What follows belongs to an exercise in optimizing a design on an open flow for small area, a short achievable clock period and few clock cycles; a production flow would make more cautious choices. Only simulation tests tie the RTL to the original design; equivalence was not proved.

==> 01-02: inputs <==
Design fp_pow_int, start of the top module:
module fp_pow_int #(
    parameter int unsigned NBITS = 8
) (
    input  logic             CLK,
    input  logic             RST,
    input  logic             start,
    input  logic [31:0]      X,
    input  logic [NBITS-1:0] N,
    output logic             busy,
    output logic             done,
    output logic [31:0]      result,
    output logic             overflow,
    output logic             underflow
);
==> module mult, before the edit <==
module mult (
    input  logic [31:0] a,
    input  logic [31:0] b,
    output logic [31:0] product,
    output logic        overflow,
    output logic        underflow
);
    logic               sign;
    logic               a_nan, a_inf, a_zero, b_nan, b_inf, b_zero;
    logic               in_nan, in_inf, in_zero;
    logic [47:0]        sa, sb;
    assign sign   = a[31] ^ b[31];
    assign a_nan  = (&a[30:23]) & (|a[22:0]);
    assign a_inf  = (&a[30:23]) & ~(|a[22:0]);
    assign a_zero = ~(|a[30:23]);
    assign b_nan  = (&b[30:23]) & (|b[22:0]);
    assign b_inf  = (&b[30:23]) & ~(|b[22:0]);
    assign b_zero = ~(|b[30:23]);
    assign in_nan  = a_nan | b_nan | (a_inf & b_zero) | (b_inf & a_zero);
    assign in_inf  = a_inf | b_inf;
    assign in_zero = a_zero | b_zero;
    mult_sig u_sig (
        .x  ({1'b1, a[22:0]}),
        .y  ({1'b1, b[22:0]}),
        .sa (sa),
        .sb (sb)
    );
    logic [47:23]       hs;
    logic [48:24]       hc;
    logic [23:0]        ua, ub;
    logic [24:0]        u0, u1, v_a, v_b;
    logic [4:0]         tz_a, tz_b;
    logic [5:0]         tz;
    logic               stk_a, stk_b, c22, c23, l22, l23;
    logic               c_p, c_a, c_b, tie_a, tie_b, p47, ovf_a, ovf_b;
    logic [22:0]        frac_a, frac_b;
    logic signed [10:0] e0, e1, e2, exp_a, exp_b;
    logic [31:0]        prod_a, prod_b;
    logic               o_a, u_a, o_b, u_b;
    assign hs = sa[47:23] ^ sb[47:23];
    assign hc = sa[47:23] & sb[47:23];
    assign ua = hs[47:24];
    assign ub = hc[47:24];
    always_comb begin
        logic [23:0] g, pr, gg, pp;
        g  = ua & ub;
        pr = ua ^ ub;
        gg = g;
        pp = pr;
        for (int l = 1; l < 24; l = l * 2) begin
            for (int i = 23; i >= l; i--) begin
                gg[i] = gg[i] | (pp[i] & gg[i - l]);
                pp[i] = pp[i] & pp[i - l];
            end
        end
        u0[0] = pr[0];
        u1[0] = ~pr[0];
        for (int i = 1; i < 24; i++) begin
            u0[i] = pr[i] ^ gg[i - 1];
            u1[i] = pr[i] ^ (gg[i - 1] | pp[i - 1]);
        end
        u0[24] = gg[23];
        u1[24] = gg[23] | pp[23];
    end
    always_comb begin
        logic [21:0] g, pr;
        g  = sa[21:0] & sb[21:0];
        pr = sa[21:0] ^ sb[21:0];
        for (int l = 1; l < 22; l = l * 2) begin
            for (int i = 21; i >= l; i--) begin
                g[i]  = g[i] | (pr[i] & g[i - l]);
                pr[i] = pr[i] & pr[i - l];
            end
        end
        c22 = g[21];
    end
    always_comb begin
        tz_a = 5'd23;
        tz_b = 5'd23;
        for (int i = 22; i >= 0; i--) begin
            if (a[i]) tz_a = 5'(i);
            if (b[i]) tz_b = 5'(i);
        end
    end
    assign tz    = {1'b0, tz_a} + {1'b0, tz_b};
    assign stk_b = tz < 6'd22;
    assign stk_a = tz < 6'd23;
    assign l22   = sa[22] ^ sb[22] ^ c22;
    assign c23   = (sa[22] & sb[22]) | ((sa[22] ^ sb[22]) & c22);
    assign l23   = hs[23] ^ c23;
    assign c_p   = hs[23] & c23;
    assign c_a   = hs[23] | c23;
    assign c_b   = c_p | (l23 & l22);
    assign tie_a = l23 & ~stk_a;
    assign tie_b = l22 & ~stk_b;
    assign p47    = c_p ? u1[23] : u0[23];
    assign v_a    = c_a ? u1 : u0;
    assign v_b    = c_b ? u1 : u0;
    assign frac_a = {v_a[22:1], v_a[0] & ~tie_a};
    assign frac_b = {v_b[21:0], (l23 ^ l22) & ~tie_b};
    assign ovf_a  = ~v_a[23];
    assign ovf_b  = v_b[23];
    assign e0    = $signed({3'b000, a[30:23]}) + $signed({3'b000, b[30:23]}) - 11'sd127;
    assign e1    = e0 + 11'sd1;
    assign e2    = e0 + 11'sd2;
    assign exp_a = ovf_a ? e2 : e1;
    assign exp_b = ovf_b ? e1 : e0;
    assign o_a   = ovf_a ? (e2 >= 11'sd255) : (e1 >= 11'sd255);
    assign u_a   = ovf_a ? (e2 <= 11'sd0)   : (e1 <= 11'sd0);
    assign o_b   = ovf_b ? (e1 >= 11'sd255) : (e0 >= 11'sd255);
    assign u_b   = ovf_b ? (e1 <= 11'sd0)   : (e0 <= 11'sd0);
    always_comb begin
        if (o_a)      prod_a = {sign, 8'hFF, 23'd0};
        else if (u_a) prod_a = {sign, 31'd0};
        else          prod_a = {sign, exp_a[7:0], frac_a};
        if (o_b)      prod_b = {sign, 8'hFF, 23'd0};
        else if (u_b) prod_b = {sign, 31'd0};
        else          prod_b = {sign, exp_b[7:0], frac_b};
    end
    always_comb begin
        product   = '0;
        overflow  = 1'b0;
        underflow = 1'b0;
        if (in_nan) begin
            product = 32'h7FC0_0000;
        end else if (in_inf) begin
            product = {sign, 8'hFF, 23'd0};
        end else if (in_zero) begin
            product = {sign, 31'd0};
        end else begin
            product   = p47 ? prod_a : prod_b;
            overflow  = p47 ? o_a : o_b;
            underflow = p47 ? u_a : u_b;
        end
    end
endmodule
Settings: LEC_CHECK=0, ABC_AREA=1, CAP_MARGIN=20, CORE_MARGIN=2, CORE_UTILIZATION=65, SLEW_MARGIN=20, SYNTH_HIERARCHICAL=1; clock period 14.0 ns.
standard.sh (not shown) runs the stock make flow with config.mk's settings and CLKGATE_MAP_FILE= SYNTH_SCRIPT=/design/flow/synth_recipe.tcl, a recipe that flattens the netlist after the stock synthesis.
==> flow/flow/run.sh <==
#!/bin/bash
# The standard layout, with timing repair (after clock tree synthesis and after
# global routing) aiming at a setup slack of SETUP_SLACK_MARGIN ns instead of 0.
# The clock period and constraints are the standard flow's, unchanged.
set -euo pipefail
bash standard.sh SETUP_SLACK_MARGIN=7 finish > layout.log 2>&1
==> inputs of 01-11, as changes to 01-02 <==
--- a/flow/design.v
+++ b/flow/design.v
@@ -35,10 +35,10 @@
     logic [24:0]        u0, u1, v_a, v_b;
     logic [4:0]         tz_a, tz_b;
     logic [5:0]         tz;
-    logic               stk_a, stk_b, c22, c23, l22, l23;
+    logic               stk_a, stk_b, c22, c23, l22, l23, u_pall23;
     logic               c_p, c_a, c_b, tie_a, tie_b, p47, ovf_a, ovf_b;
     logic [22:0]        frac_a, frac_b;
-    logic signed [10:0] e0, e1, e2, exp_a, exp_b;
+    logic signed [10:0] e0, e1, exp_a, exp_b;
     logic [31:0]        prod_a, prod_b;
     logic               o_a, u_a, o_b, u_b;
     assign hs = sa[47:23] ^ sb[47:23];
@@ -65,6 +65,7 @@
         end
         u0[24] = gg[23];
         u1[24] = gg[23] | pp[23];
+        u_pall23 = pp[22];
     end
     always_comb begin
         logic [21:0] g, pr;
@@ -89,54 +90,57 @@
     assign tz    = {1'b0, tz_a} + {1'b0, tz_b};
     assign stk_b = tz < 6'd22;
     assign stk_a = tz < 6'd23;
-    assign l22   = sa[22] ^ sb[22] ^ c22;
-    assign c23   = (sa[22] & sb[22]) | ((sa[22] ^ sb[22]) & c22);
-    assign l23   = hs[23] ^ c23;
-    assign c_p   = hs[23] & c23;
-    assign c_a   = hs[23] | c23;
-    assign c_b   = c_p | (l23 & l22);
+    logic g22, o22, p22;
+    assign g22 = sa[22] & sb[22];
+    assign o22 = sa[22] | sb[22];
+    assign p22 = sa[22] ^ sb[22];
+    assign c23 = c22 ? o22 : g22;
+    assign l22 = c22 ? ~p22 : p22;
+    assign l23 = c22 ? (hs[23] ^ o22) : (hs[23] ^ g22);
+    assign c_p = c22 ? (hs[23] & o22) : (hs[23] & g22);
+    assign c_a = c22 ? (hs[23] | o22) : (hs[23] | g22);
+    assign c_b = c22 ? ((hs[23] & o22) | ((hs[23] ^ o22) & ~p22))
+                     : ((hs[23] & g22) | ((hs[23] ^ g22) & p22));
     assign tie_a = l23 & ~stk_a;
     assign tie_b = l22 & ~stk_b;
-    assign p47    = c_p ? u1[23] : u0[23];
     assign v_a    = c_a ? u1 : u0;
     assign v_b    = c_b ? u1 : u0;
     assign frac_a = {v_a[22:1], v_a[0] & ~tie_a};
     assign frac_b = {v_b[21:0], (l23 ^ l22) & ~tie_b};
-    assign ovf_a  = ~v_a[23];
-    assign ovf_b  = v_b[23];
+    assign ovf_a  = 1'b0;
+    assign ovf_b  = c_b & ~c_p & u_pall23 & ~(ua[23] ^ ub[23]);
+    assign p47    = c_p ? u1[23] : u0[23];
     assign e0    = $signed({3'b000, a[30:23]}) + $signed({3'b000, b[30:23]}) - 11'sd127;
     assign e1    = e0 + 11'sd1;
-    assign e2    = e0 + 11'sd2;
-    assign exp_a = ovf_a ? e2 : e1;
+    assign exp_a = e1;
     assign exp_b = ovf_b ? e1 : e0;
-    assign o_a   = ovf_a ? (e2 >= 11'sd255) : (e1 >= 11'sd255);
-    assign u_a   = ovf_a ? (e2 <= 11'sd0)   : (e1 <= 11'sd0);
+    assign o_a   = e1 >= 11'sd255;
+    assign u_a   = e1 <= 11'sd0;
     assign o_b   = ovf_b ? (e1 >= 11'sd255) : (e0 >= 11'sd255);
     assign u_b   = ovf_b ? (e1 <= 11'sd0)   : (e0 <= 11'sd0);
+    logic       k_a, k_b;
+    logic [8:0] hi_a, hi_b;
+    assign k_a = in_nan | in_inf | in_zero | o_a | u_a;
+    assign k_b = in_nan | in_inf | in_zero | o_b | u_b;
     always_comb begin
-        if (o_a)      prod_a = {sign, 8'hFF, 23'd0};
-        else if (u_a) prod_a = {sign, 31'd0};
-        else          prod_a = {sign, exp_a[7:0], frac_a};
-        if (o_b)      prod_b = {sign, 8'hFF, 23'd0};
-        else if (u_b) prod_b = {sign, 31'd0};
-        else          prod_b = {sign, exp_b[7:0], frac_b};
-    end
-    always_comb begin
-        product   = '0;
-        overflow  = 1'b0;
-        underflow = 1'b0;
-        if (in_nan) begin
-            product = 32'h7FC0_0000;
-        end else if (in_inf) begin
-            product = {sign, 8'hFF, 23'd0};
-        end else if (in_zero) begin
-            product = {sign, 31'd0};
-        end else begin
-            product   = p47 ? prod_a : prod_b;
-            overflow  = p47 ? o_a : o_b;
-            underflow = p47 ? u_a : u_b;
-        end
+        if (in_nan)              hi_a = 9'h0FF;
+        else if (in_inf || o_a)  hi_a = {sign, 8'hFF};
+        else if (in_zero || u_a) hi_a = {sign, 8'h00};
+        else                     hi_a = {sign, exp_a[7:0]};
+        if (in_nan)              hi_b = 9'h0FF;
+        else if (in_inf || o_b)  hi_b = {sign, 8'hFF};
+        else if (in_zero || u_b) hi_b = {sign, 8'h00};
+        else                     hi_b = {sign, exp_b[7:0]};
     end
+    assign prod_a = {hi_a, in_nan, frac_a[21:0] & {22{~k_a}}};
+    assign prod_b = {hi_b, in_nan, frac_b[21:0] & {22{~k_b}}};
+    logic f22_a, f22_b;
+    assign f22_a = frac_a[22] & ~k_a;
+    assign f22_b = frac_b[22] & ~k_b;
+    assign product   = p47 ? {prod_a[31:23], prod_a[22] | f22_a, prod_a[21:0]}
+                           : {prod_b[31:23], prod_b[22] | f22_b, prod_b[21:0]};
+    assign overflow  = ~in_nan & ~in_inf & ~in_zero & (p47 ? o_a : o_b);
+    assign underflow = ~in_nan & ~in_inf & ~in_zero & (p47 ? u_a : u_b);
 endmodule
 module mult_sig (
     input  logic [23:0] x,
==> flow/flow/run.sh (replaced) <==
#!/bin/bash
# The standard layout, with timing repair (after clock tree synthesis and after
# global routing) aiming at a setup slack of SETUP_SLACK_MARGIN ns instead of 0.
# The clock period and constraints are the standard flow's, unchanged.
set -euo pipefail
bash standard.sh SETUP_SLACK_MARGIN=6 finish > layout.log 2>&1
CORE_UTILIZATION = 40   (was 65)
==> inputs of 09-16, as changes to 01-02 <==
--- a/flow/design.v
+++ b/flow/design.v
@@ -13,6 +13,8 @@
     logic               a_nan, a_inf, a_zero, b_nan, b_inf, b_zero;
     logic               in_nan, in_inf, in_zero;
     logic [47:0]        sa, sb;
+    logic [22:0]        frac;
+    logic signed [10:0] exp_r;
     assign sign   = a[31] ^ b[31];
     assign a_nan  = (&a[30:23]) & (|a[22:0]);
     assign a_inf  = (&a[30:23]) & ~(|a[22:0]);
@@ -32,15 +34,11 @@
     logic [47:23]       hs;
     logic [48:24]       hc;
     logic [23:0]        ua, ub;
-    logic [24:0]        u0, u1, v_a, v_b;
-    logic [4:0]         tz_a, tz_b;
-    logic [5:0]         tz;
-    logic               stk_a, stk_b, c22, c23, l22, l23;
-    logic               c_p, c_a, c_b, tie_a, tie_b, p47, ovf_a, ovf_b;
+    logic [24:0]        u0, u1, lowsum, v_a, v_b;
+    logic               c_p, c_a, c_b, stk_a, stk_b, tie_a, tie_b, p47, ovf_a, ovf_b;
     logic [22:0]        frac_a, frac_b;
-    logic signed [10:0] e0, e1, e2, exp_a, exp_b;
-    logic [31:0]        prod_a, prod_b;
-    logic               o_a, u_a, o_b, u_b;
+    logic [1:0]         t;
+    logic signed [10:0] e0, e1, e2;
     assign hs = sa[47:23] ^ sb[47:23];
     assign hc = sa[47:23] & sb[47:23];
     assign ua = hs[47:24];
@@ -66,61 +64,27 @@
         u0[24] = gg[23];
         u1[24] = gg[23] | pp[23];
     end
-    always_comb begin
-        logic [21:0] g, pr;
-        g  = sa[21:0] & sb[21:0];
-        pr = sa[21:0] ^ sb[21:0];
-        for (int l = 1; l < 22; l = l * 2) begin
-            for (int i = 21; i >= l; i--) begin
-                g[i]  = g[i] | (pr[i] & g[i - l]);
-                pr[i] = pr[i] & pr[i - l];
-            end
-        end
-        c22 = g[21];
-    end
-    always_comb begin
-        tz_a = 5'd23;
-        tz_b = 5'd23;
-        for (int i = 22; i >= 0; i--) begin
-            if (a[i]) tz_a = 5'(i);
-            if (b[i]) tz_b = 5'(i);
-        end
-    end
-    assign tz    = {1'b0, tz_a} + {1'b0, tz_b};
-    assign stk_b = tz < 6'd22;
-    assign stk_a = tz < 6'd23;
-    assign l22   = sa[22] ^ sb[22] ^ c22;
-    assign c23   = (sa[22] & sb[22]) | ((sa[22] ^ sb[22]) & c22);
-    assign l23   = hs[23] ^ c23;
-    assign c_p   = hs[23] & c23;
-    assign c_a   = hs[23] | c23;
-    assign c_b   = c_p | (l23 & l22);
-    assign tie_a = l23 & ~stk_a;
-    assign tie_b = l22 & ~stk_b;
+    assign lowsum = {1'b0, hs[23], sa[22:0]} + {2'b00, sb[22:0]};
+    assign stk_b  = |lowsum[21:0];
+    assign stk_a  = stk_b | lowsum[22];
+    assign c_p    = lowsum[24];
+    assign c_a    = lowsum[24] | lowsum[23];
+    assign c_b    = lowsum[24] | (lowsum[23] & lowsum[22]);
+    assign tie_a  = lowsum[23] & ~stk_a;
+    assign tie_b  = lowsum[22] & ~stk_b;
     assign p47    = c_p ? u1[23] : u0[23];
     assign v_a    = c_a ? u1 : u0;
     assign v_b    = c_b ? u1 : u0;
     assign frac_a = {v_a[22:1], v_a[0] & ~tie_a};
-    assign frac_b = {v_b[21:0], (l23 ^ l22) & ~tie_b};
-    assign ovf_a  = ~v_a[23];
+    assign frac_b = {v_b[21:0], (lowsum[23] ^ lowsum[22]) & ~tie_b};
+    assign ovf_a  = v_a[24];
     assign ovf_b  = v_b[23];
+    assign t      = p47 ? {ovf_a, ~ovf_a} : {1'b0, ovf_b};
+    assign frac   = p47 ? frac_a : frac_b;
     assign e0    = $signed({3'b000, a[30:23]}) + $signed({3'b000, b[30:23]}) - 11'sd127;
     assign e1    = e0 + 11'sd1;
     assign e2    = e0 + 11'sd2;
-    assign exp_a = ovf_a ? e2 : e1;
-    assign exp_b = ovf_b ? e1 : e0;
-    assign o_a   = ovf_a ? (e2 >= 11'sd255) : (e1 >= 11'sd255);
-    assign u_a   = ovf_a ? (e2 <= 11'sd0)   : (e1 <= 11'sd0);
-    assign o_b   = ovf_b ? (e1 >= 11'sd255) : (e0 >= 11'sd255);
-    assign u_b   = ovf_b ? (e1 <= 11'sd0)   : (e0 <= 11'sd0);
-    always_comb begin
-        if (o_a)      prod_a = {sign, 8'hFF, 23'd0};
-        else if (u_a) prod_a = {sign, 31'd0};
-        else          prod_a = {sign, exp_a[7:0], frac_a};
-        if (o_b)      prod_b = {sign, 8'hFF, 23'd0};
-        else if (u_b) prod_b = {sign, 31'd0};
-        else          prod_b = {sign, exp_b[7:0], frac_b};
-    end
+    assign exp_r = t[1] ? e2 : (t[0] ? e1 : e0);
     always_comb begin
         product   = '0;
         overflow  = 1'b0;
@@ -132,9 +96,15 @@
         end else if (in_zero) begin
             product = {sign, 31'd0};
         end else begin
-            product   = p47 ? prod_a : prod_b;
-            overflow  = p47 ? o_a : o_b;
-            underflow = p47 ? u_a : u_b;
+            if (exp_r >= 11'sd255) begin
+                product  = {sign, 8'hFF, 23'd0};
+                overflow = 1'b1;
+            end else if (exp_r <= 11'sd0) begin
+                product   = {sign, 31'd0};
+                underflow = 1'b1;
+            end else begin
+                product = {sign, exp_r[7:0], frac};
+            end
         end
     end
 endmodule
==> flow/run.sh (new file) <==
#!/bin/bash
# synth_recipe.tcl (not shown) runs the flow's synth.tcl, then flattens the netlist and writes it again
# the make line also repeats each setting of config.mk as NAME=value (left out here)
make -C /OpenROAD-flow-scripts/flow DESIGN_CONFIG=/design/flow/config.mk WORK_HOME=/design/flow/orfs CLKGATE_MAP_FILE= SYNTH_SCRIPT=/design/flow/synth_recipe.tcl finish
ABC_AREA = default   (was 1)
CORE_UTILIZATION = 40   (was 65)
SETUP_SLACK_MARGIN = 5   (was default)
removed: flow/flow/run.sh
removed: flow/standard.sh
==> summary of the runs <==
- Between 01-11 and 01-02, the lower global-route usage is in 01-11 (gap 18 points).
- Clock-buffer cell count: 09-16 is lower than 01-02 (1).
- Non-clock buffer count: 01-02 > 09-16 > 01-11.
- Cell area: 01-02 > 09-16 > 01-11.
- Setup slack: 09-16 is lower than 01-02 (1.3 ns).
- Area after synthesis: 01-02 is higher than 01-11 (about 1.8%).
==> figures <==
quantity                                               01-11           01-02           09-16
Status                                        finished clean  finished clean  finished clean
Start point of the worst min-delay path             overflow         acc[31]          acc[0]
Total met2 wirelength after detailed routing        39300 um        41900 um        41300 um
Total placed cells including tap cells                  3926            3643            3328
Die width                                             256 um          203 um          250 um
Required time of the critical path                  14.13 ns        14.28 ns        14.31 ns
Average cell area after synthesis                 8.21 sq um      8.22 sq um      9.48 sq um
Skew final                                         0.0131 ns       0.0192 ns       0.0142 ns
Critical path destination                           base[18]         opa[21]         opa[13]
Period utilization                                     54.6%           54.4%           63.9%
Height of the die                                     256 um          203 um          250 um
GRT Overall Usage                                      25.1%           43.3%           27.1%
Post-route cell area                             27000 sq um     29500 sq um     27600 sq um
Post-synthesis cell count                               3084            3134            2550
CP max stage delay                                   0.57 ns         0.56 ns         0.56 ns
Testbench counts of 01-02, summed over its fixed seeds: cycles 99,639.
Testbench counts of 01-11, summed over its fixed seeds: cycles 99,639.
Testbench counts of 09-16, summed over its fixed seeds: cycles 99,639.

-- afterwards: timing with drivers on the ports --
The results above use ideal ports. As a check the final layouts listed here were re-extracted and re-timed, cells and wires unchanged. Step 1 (the two cells are an assumption about what drives the block):
set clk [get_ports {CLK}]
set_driving_cell -lib_cell sky130_fd_sc_hd__clkbuf_16 $clk
set_driving_cell -lib_cell sky130_fd_sc_hd__buf_2 [delete_from_list [all_inputs] $clk]
Step 2 also shifts input and output timing later by t, the mid clock arrival at the registers, as if the neighbouring blocks saw the same clock. a / b / c = ideal ports / drivers / drivers and shift; a / b = the first two.
run | shift t [ns] | slack for setup (ns) | hold WS [ns] | cell pins on the clock port's net
01-02 | 0.409 | 6.377 / 6.377 / 6.377 | 0.535 / 0.535 / 0.535 | 1
01-11 | 0.397 | 6.355 / 6.355 / 6.355 | 0.528 / 0.528 / 0.528 | 1
09-16 | 0.408 | 5.052 / 5.052 / 5.052 | 0.558 / 0.558 / 0.558 | 1
After both steps setup and hold are still met in every run listed.
